From an optimization exercise on the open Yosys and OpenROAD flow, aimed at small area, a short achievable clock period and few clock cycles per item; shortcuts taken in it are not production practice.
Where RTL was checked, it was by simulation tests only, not by an equivalence proof against the original.

==> inputs of run F <==
==> flow/design.v (excerpt) <==
module julia_render #(
    parameter int H_PIXELS = 64,
    parameter int V_PIXELS = 48,
    parameter int MAX_ITER = 255,
    parameter int FRAC     = 14
) (
    input  logic               clock,
    input  logic               reset,
    input  logic               valid,
    input  logic signed [17:0] c_real,
    input  logic signed [17:0] c_comp,
    input  logic signed [17:0] x,
    input  logic signed [17:0] y,
    input  logic signed [17:0] scale,
    output logic [18:0]        wr_addr,
    output logic [7:0]         wr_data,
    output logic               wr_en,
    input  logic               wr_ready,
    output logic               busy,
    output logic               done
);
clock: 12.0 ns
lec_check: 0
cap_margin: 20
core_margin: 2
core_utilization: 40
slew_margin: 20
run.sh (not shown) runs the stock make flow with config.mk's settings and CLKGATE_MAP_FILE= SYNTH_SCRIPT=/design/flow/synth_recipe.tcl, a recipe that flattens the netlist after the stock synthesis.
==> inputs of run D, as changes to run F <==
--- a/flow/design.v
+++ b/flow/design.v
@@ -26,18 +26,17 @@
     logic        v0_q, p0_q;
     logic [17:0] zr_q, zi_q, s0r_q, s0i_q;
     logic [7:0]  it0_q;
     logic [11:0] a0_q;
     logic        v1_q, p1_q, in1_q, per1_q, cap1_q;
     logic [17:0] s1r_q, s1i_q;
     logic [7:0]  it1_q;
     logic [11:0] a1_q;
-    logic [17:0] xha_q, xhb_q;
-    logic        xc_q;
+    logic [31:0] xa_q, xb_q;
     logic [30:0] ya_q, yb_q;
     logic [31:0] ea_q, eb_q;
     logic        ov_q;
     logic [11:0] oa_q;
     logic [7:0]  od_q;
     logic        valid_q, busy_q, run_q, done_q;
     logic [15:0] dr, di;
     assign dr = zr_q[15:0];
@@ -2368,52 +2367,54 @@
     assign t_1068 = (t_1009 & t_958) | (t_1008 & (t_1009 ^ t_958));
     wire t_1069;
     wire t_1070;
     assign t_1069 = bop7[15] ^ t_1010 ^ t_1011;
     assign t_1070 = (bop7[15] & t_1010) | (t_1011 & (bop7[15] ^ t_1010));
     wire [30:0] ya, yb;
     assign ya = {t_1069, t_1066, t_1065, t_1062, t_1061, t_1059, t_1056, t_1054, t_1052, t_1051, t_1048, t_1046, t_1044, t_1042, t_1040, t_1038, t_1036, t_1034, t_1032, t_1030, t_1028, t_1026, t_1024, t_1022, t_1020, t_1018, t_1016, t_1014, bon1, bop0[1], bon0};
     assign yb = {t_1068, t_1067, t_1064, t_1063, t_1060, t_1058, t_1057, t_1055, t_1053, t_1050, t_1049, t_1047, t_1045, t_1043, t_1041, t_1039, t_1037, t_1035, t_1033, t_1031, t_1029, t_1027, t_1025, t_1023, t_1021, t_1019, t_1017, t_1015, t_1013, 1'b0, bop0[0]};
-    logic [14:0] xl;
-    assign xl = {1'b0, xa[13:0]} + {1'b0, xb[13:0]};
+    localparam logic [63:0] MUL3 = 64'b1001001001001001001001001001001001001001001001001001001001001001;
+    logic save;
+    assign save = (it0_q[1:0] == 2'd0) && MUL3[it0_q[7:2]];
     logic inr, ini, per, cap;
     assign inr = (zr_q[17:15] == 3'b000) || (zr_q[17:15] == 3'b111) || (zr_q == 18'h08000);
     assign ini = (zi_q[17:15] == 3'b000) || (zi_q[17:15] == 3'b111) || (zi_q == 18'h08000);
     assign per = (it0_q != 8'h00) && (zr_q == s0r_q) && (zi_q == s0i_q);
     assign cap = (it0_q == 8'hff);
     always_ff @(posedge clock) begin
-        xha_q  <= xa[31:14];
-        xhb_q  <= xb[31:14];
-        xc_q   <= xl[14];
+        xa_q   <= xa;
+        xb_q   <= xb;
         ya_q   <= ya;
         yb_q   <= yb;
         ea_q   <= ea;
         eb_q   <= eb;
         in1_q  <= inr && ini;
         per1_q <= per;
         cap1_q <= cap;
         it1_q  <= it0_q;
         a1_q   <= a0_q;
-        if (it0_q[3:0] == 4'd0) begin
+        if (save) begin
             s1r_q <= zr_q;
             s1i_q <= zi_q;
         end else begin
             s1r_q <= s0r_q;
             s1i_q <= s0i_q;
         end
         s0r_q <= s1r_q;
         s0i_q <= s1i_q;
     end
     logic [17:0] zr_new, zi_new;
+    logic [31:0] xs;
     logic [30:0] ys;
     logic [31:0] es;
     logic        escape, fin, can_emit, emit, load;
     logic [7:0]  count;
-    assign zr_new = xha_q + xhb_q + {17'd0, xc_q};
+    assign xs     = xa_q + xb_q;
+    assign zr_new = xs[31:14];
     assign ys     = ya_q + yb_q;
     assign zi_new = ys[30:13];
     assign es     = ea_q + eb_q;
     assign escape = !in1_q || !es[31];
     assign fin    = p1_q || (v1_q && (escape || cap1_q || per1_q));
     assign count  = (v1_q && per1_q) ? 8'hff : it1_q;
     assign can_emit = !ov_q || wr_ready;
     assign emit     = run_q && fin && can_emit;
==> flow/flow/run.sh (new file) <==
#!/bin/bash
set -euo pipefail
bash standard.sh SETUP_SLACK_MARGIN=8.3 finish > standard_make.log 2>&1
==> flow/standard.sh (new file) <==
#!/bin/bash
# synth_recipe.tcl (not shown) runs the flow's synth.tcl, then flattens the netlist and writes it again
# the make line also repeats each setting of config.mk as NAME=value (left out here)
make -C /OpenROAD-flow-scripts/flow DESIGN_CONFIG=/design/flow/config.mk WORK_HOME=/design/flow/orfs CLKGATE_MAP_FILE= SYNTH_SCRIPT=/design/flow/synth_recipe.tcl "${@:-finish}"
removed: flow/run.sh
==> flow_summary.json <==
{
  "fin_util_pct": 45.6,
  "period_share_pct": 42.5,
  "multi_input_area_share_pct": 54.4,
  "crit_fanout": 40,
  "vias": 21700,
  "fin_ws_ps": 6900,
  "dieWidth_um": 290,
  "crit_slowest_cell": "clkinv_1",
  "min_from": "s1i_q[5]",
  "critPathLaunch": "zi_q[1]",
  "status": "complete, no violations",
  "multiInputGateArea_sq_um": 20000,
  "area_growth_pct": 12.7,
  "fmax_ghz": 0.196,
  "wl_met2_um": 39400,
  "synthAdderAreaFrac_pct": 33.9,
  "use_met2_pct": 33.7
}
-- figures above: run F

==> flow_summary.json <==
{
  "status": "complete, no violations",
  "vias": 23800,
  "fin_util_pct": 50.3,
  "dieWidth_um": 291,
  "multi_input_area_share_pct": 50.8,
  "period_share_pct": 34.6,
  "fmax_ghz": 0.241,
  "synthAdderAreaFrac_pct": 33.6,
  "fin_ws_ps": 7840
}
-- figures above: run D

Testbench counts of run F, summed over its fixed seeds: cycles 1,337,049, pixels 98,304.
No functional check of the RTL was part of run D.

[afterwards: timing with drivers on the ports]
In the flow no input, the clock included, has a driving cell. The finished layouts below were timed again as built, in two steps. Step 1 assumes that a clkbuf_16 drives the clock port and a buf_2 every other input. Step 2 moves the port delays by t, midway between the first and last clock arrival at a register: inputs arrive t later, outputs are due t later. That takes back most of the time a late clock gives input paths. Slacks: no drivers / after step 1 / after step 2; pairs: no drivers / after step 1.
| run | shift t [ns] | setup WS [ns] | worst register clock-pin slew, ns | pins driven straight from the clock port |
|---|---|---|---|---|
| run F | 0.676 | 6.896 / 6.896 / 6.896 | 0.07 / 0.07 | 1 |
| run D | 0.695 | 7.844 / 7.844 / 7.782 | 0.07 / 0.07 | 1 |
After both steps every run listed still meets setup and hold. For run D, which loses most, drivers alone change the setup slack by 0.000 ns; drivers and shift together by -0.062 ns.
